Source: an optimization exercise on an open RTL-to-GDS flow (aim: small area and a short achievable clock period). Production flows keep margins and buffers that such runs may drop. The RTL was checked by simulation tests, not by an equivalence proof against the original design.

**config.mk**
```make
export PLATFORM = sky130hd
export DESIGN_NAME = conv3x3_pe
export DESIGN_NICKNAME = conv3x3_pe
export VERILOG_FILES = /design/flow/design.v
export SDC_FILE = /design/flow/constraint.sdc
export NUM_CORES = 4
export LEC_CHECK = 0
export CAP_MARGIN = 20
export CORE_MARGIN = 2
export CORE_UTILIZATION = 40
export SLEW_MARGIN = 20
```
**constraint.sdc**
```tcl
create_clock -name core_clock -period 5.5 [get_ports {clk}]
set_input_delay 1.1000 -clock core_clock [delete_from_list [all_inputs] [get_ports {clk}]]
set_output_delay 1.1000 -clock core_clock [all_outputs]
set_load 0.01 [all_outputs]
```
**design.v**
```verilog
module conv3x3_pe #(
    parameter int SHIFT = 4,
    parameter int ACC_W = 21
) (
    input  logic         clk,
    input  logic         rst,
    input  logic [7:0]   p00,
    input  logic [7:0]   p01,
    input  logic [7:0]   p02,
    input  logic [7:0]   p10,
    input  logic [7:0]   p11,
    input  logic [7:0]   p12,
    input  logic [7:0]   p20,
    input  logic [7:0]   p21,
    input  logic [7:0]   p22,
    input  logic         window_valid,
    input  logic         w_load,
    input  logic [3:0]   w_idx,
    input  logic [7:0]   w_data,
    output logic [7:0]   out_pixel,
    output logic         out_valid,
    output logic [15:0]  out_count
);
    localparam logic signed [ACC_W-1:0] SAT_MAX = ACC_W'(127);
    localparam logic signed [ACC_W-1:0] SAT_MIN = ACC_W'(-128);
    logic [7:0]               pix [0:8];
    logic signed [7:0]        k_q [0:9];
    logic signed [16:0]       prod_q [0:8];
    logic signed [7:0]        bias1_q;
    logic                     v1_q;
    logic signed [ACC_W-1:0]  acc_d, acc_q;
    logic                     v2_q;
    logic signed [ACC_W-1:0]  shifted;
    logic [7:0]               sat_d;
    logic [7:0]               pix_q;
    logic                     v3_q;
    logic [15:0]              cnt_q;
    assign pix[0] = p00;
    assign pix[1] = p01;
    assign pix[2] = p02;
    assign pix[3] = p10;
    assign pix[4] = p11;
    assign pix[5] = p12;
    assign pix[6] = p20;
    assign pix[7] = p21;
    assign pix[8] = p22;
    always_ff @(posedge clk) begin
        if (rst) begin
            for (int i = 0; i < 10; i++) k_q[i] <= '0;
            k_q[4] <= 8'(1 << SHIFT);
        end else if (w_load && w_idx <= 4'd9) begin
            k_q[w_idx] <= w_data;
        end
    end
    always_ff @(posedge clk) begin
        if (rst) begin
            v1_q <= 1'b0;
        end else begin
            v1_q <= window_valid;
            if (window_valid) begin
                for (int i = 0; i < 9; i++)
                    prod_q[i] <= 17'($signed({1'b0, pix[i]})) * 17'(k_q[i]);
                bias1_q <= k_q[9];
            end
        end
    end
    always_comb begin
        acc_d = {{(ACC_W-8){bias1_q[7]}}, bias1_q};
        for (int i = 0; i < 9; i++)
            acc_d = acc_d + {{(ACC_W-17){prod_q[i][16]}}, prod_q[i]};
    end
    always_ff @(posedge clk) begin
        if (rst) begin
            v2_q <= 1'b0;
        end else begin
            v2_q <= v1_q;
            if (v1_q) acc_q <= acc_d;
        end
    end
    always_comb begin
        shifted = acc_q >>> SHIFT;
        sat_d   = shifted[7:0];
        if (shifted > SAT_MAX)      sat_d = SAT_MAX[7:0];
        else if (shifted < SAT_MIN) sat_d = SAT_MIN[7:0];
    end
    always_ff @(posedge clk) begin
        if (rst) begin
            v3_q  <= 1'b0;
            pix_q <= '0;
            cnt_q <= '0;
        end else begin
            v3_q <= v2_q;
            if (v2_q) begin
                pix_q <= sat_d;
                cnt_q <= cnt_q + 16'd1;
            end
        end
    end
    assign out_pixel = pix_q;
    assign out_valid = v3_q;
    assign out_count = cnt_q;
endmodule
```
**run.sh**
```bash
#!/bin/bash
# synth_recipe.tcl (not shown) runs the flow's synth.tcl, then flattens the netlist and writes it again
# the make line also repeats each setting of config.mk as NAME=value (left out here)
make -C /OpenROAD-flow-scripts/flow DESIGN_CONFIG=/design/flow/config.mk WORK_HOME=/design/flow/orfs CLKGATE_MAP_FILE= SYNTH_SCRIPT=/design/flow/synth_recipe.tcl finish
```
==> summary.txt <==
[worst paths after layout]
| kind | slack (ns) | end | depth (start not counted) | start |
|---|---|---|---|---|
| worst max-delay path | 0.22 | acc_q[20]$_DFFE_PP_ | 17 | bias1_q[7]$_DFFE_PP_ |
| worst min-delay path | 0.42 | bias1_q[5]$_DFFE_PP_ | 0 | k_q[9][5]$_DFFE_PP_ |
| worst max register to register | 0.22 | acc_q[20]$_DFFE_PP_ | 17 | bias1_q[7]$_DFFE_PP_ |
| worst min register to register | 0.42 | bias1_q[5]$_DFFE_PP_ | 0 | k_q[9][5]$_DFFE_PP_ |
[kinds of logic after synthesis]
| kind of cell | after synthesis | synth area share, % |
|---|---|---|
| fa+ha+maj | 882 | 44.1 |
| mux | 4 | 0.121 |
| flops | 285 | 24.8 |
| xor+xnor | 116 | 3.07 |
| simple gates | 965 | 14.7 |
| buf+inv | 691 | 7.84 |
| compound gates | 246 | 5.35 |
[through the flow]
stage,instances,worst slack [ns],cell area (sq um),utilization (%)
6_report,4614,0.219,38100,46.5
5_1_grt,4614,0.00337,38100,46.5
4_1_cts,4614,0.258,38100,46.5
3_5_place_dp,4552,-0.254,37000,45.1
3_3_place_gp,4551,-0.256,37000,45.1
2_1_floorplan,3189,0.488,33100,-
[routing by layer]
layer / vias up / GRT usage, %
met5: - / 0
met4: 2 / 5.27
met3: 88 / 1.79
met2: 330 / 33.4
met1: 11000 / 24.2
li1: 10800 / -
[cell usage after synthesis, types with 35 or more instances]
master / instances / area share (%)
a21oi_1: 92 / 1.4
and2_1: 315 / 6.0
dfxtp_1: 35 / 2.1
edfxtp_1: 250 / 23
fa_1: 472 / 29
ha_1: 410 / 16
inv_1: 677 / 7.7
nand2_1: 265 / 3.0
nand2b_1: 64 / 1.2
nor2_1: 187 / 2.1
o21ai_0: 35 / 0.53
xnor2_1: 92 / 2.4
[sequential cells by signal, summed over array words and instances (netlist names)]
name,count
prod_q,153
k_q,80
acc_q,17
cnt_q,16
bias1_q,8
pix_q,8
v1_q,1
v2_q,1
v3_q,1
[final cells by class]
type | instances | share of cell area [%]
repair buffers | 307 | 6.88
clock buffers | 46 | 2.48
multi-input cells | 2213 | 58.4
well taps | 1070 | 3.51
clock inverters | 16 | 0.545
inverters | 677 | 6.67
flip-flops and latches | 285 | 21.5
[what timing repair did]
action | 4_1_cts | 5_1_grt
hold buffers | 0 | 0
resized for setup | 0 | 2
endpoints found under the setup margin | 0 | 1
==> metrics.md <==
| Metric | Value |
|---|---|
| Die Area | 85000 sq um |
| Initial antenna violation count | 1 |
| Critical Path RT | 5.80 ns |
| CTS Root Cell | clkbuf_16 |
| CP Data Arrival Time | 5.58 ns |
| Ant. Diodes | 0 |
| Metal2 WL | 38400 um |
| Type of the worst min-delay path | reg -> reg |
| Multi-input combinational cell area | ~22000 sq um |
| Post-Route M1 WL | 33700 um |
| Final net count | 4489 |
| Area occupied by registers | 8210 sq um |
| Max frequency | 189 MHz |
| Max-cap check violation count | 0 |
| 1st-iter DRT viols | ~1.1k |
| Async set or reset register ratio after synthesis | 0% |
| Startpoint types | register |
| Fillcell total | approximately 7.7k |
| Synthesized flop and latch total | 285 |
| DP Wirelength | 63300 um |
| Grt total ovfl | 0 |
| Syn-to-layout area delta | 15.4% |
| Num ports | roughly 110 |
| Number of global-route vias before repair | 23.4k |
| CTS Buf Count | 35 |
| Seq/Total Area, Yosys | between 20% and 30% |
| CTS tree | built |
| Synthesized area | between 30000 and 40000 sq um |
| Wirelength per Cell | 16.6 um |
| WP buf/inv | 4 |
| Pin count of the biggest net entering global routing | slightly below 80 |
| Die H | a little under 300 um |
| Core area | roughly 82000 sq um |
| Least-Margin Pin Slew | 1.19 ns |
| Fin crit share | a little over nine tenths |
| Clock sink count | around 290 |
| Endpoints failing setup | 0 |
| CP max FO | 6 |
| Post-CTS Setup Inserts | 0 |
| Worst hold slack | 0.418 ns |
| Yosys warnings | 3 |
| Row count | approximately 110 |
| Final Hold Vio Count | 0 |
| Die extent in x | 292 um |
| Residual DRC | 0 |
| Number of library cell types mapped by synthesis | 64 |
| First-pass GRT wire length | around 130000 um |
| Status | complete, no violations |
| CP max stage delay | 0.67 ns |
| Detailed Route WL | 76500 um |
| Max Clock Skew | 0.0159 ns |
| Worst slew margin relative to its limit | between 20% and 30% |
| Post-synth EDFFs | 250 |
| Crit end category | register |
| Post-Synthesis Cells | 3189 |
| Most common cell after layout, fill and taps aside | inv_1 |
| Uppermost layer routed | met5 |
| Most frequent cells in the layout | inv_1 (676), fa_1 (472), ha_1 (410) |
| Final Max Tran Viols | 0 |
| Gr usage total | 18.7% |
| Tmin final | 5.28 ns |
| Final setup TNS | 0 ns |
| Critical path cell sequence | clkinvlp_4, fa_1, inv_1, fa_1, fa_1, fa_1, inv_1, fa_1, inv_1, ha_1, and3_1, a221oi_1, o211a_1, o21ai_0, a21oi_2, o21bai_1, xnor2_1 |
| Most Frequent Cell on Critical Path | fa_1 |
| Routability cong. | approximately 0.84 |
| Worst Setup Path Type | reg -> reg |
| Top cell family by delay on the critical path | adder cells |
| Avg Vias per Cell | ~4.8 |
| Pre-antenna DRT Iters | 5 |
| RSZ-0062 raised after global routing | no |
| Worst-Skew Late Latency | about 0.56 ns |
| Syn avg cell area | 10.4 sq um |
| CTS H-tree depth | 2 |
| Clk buf depth | 3 |
| Reg clk slew, reported paths | 0.06 ns |
| Post-route antenna net violation count | 0 |
| Most used DFF post-synth | edfxtp_1 |
| Starting Density | roughly two fifths |
| Met3 WL post-DR | 2280 um |
| Via count | 22.2k |
| Post-Syn Nets | 4159 |
| Port Buffers | 112 |
| CP max-delay cell | fa_1 |
| Layout cells sized above 1 | 8.04% |

## re-timing with driven ports
How much do the figures lean on ideal ports? The routed layout below was timed once more, with nothing changed but the port constraints. Step 1, drivers: a clkbuf_16 drives clk and a buf_2 each remaining input, both assumed. Step 2 adds t to the input delays and takes it off the output delays; t is the mean of the earliest and latest rising clock arrival at the registers after step 1. Input paths then give back, and output paths get back, about the clock's delay inside the block. Three values: no drivers, after step 1, after step 2; two values: the first two.
t (ns): 0.609
setup slack, ns: 0.219 / 0.219 / -0.231
latest minus earliest clock arrival (ns): 0.018 / 0.018
With both steps, setup timing fails in this run, where it was met with ideal ports. For this run, drivers alone change the setup slack by 0.000 ns; drivers and shift together by -0.450 ns.
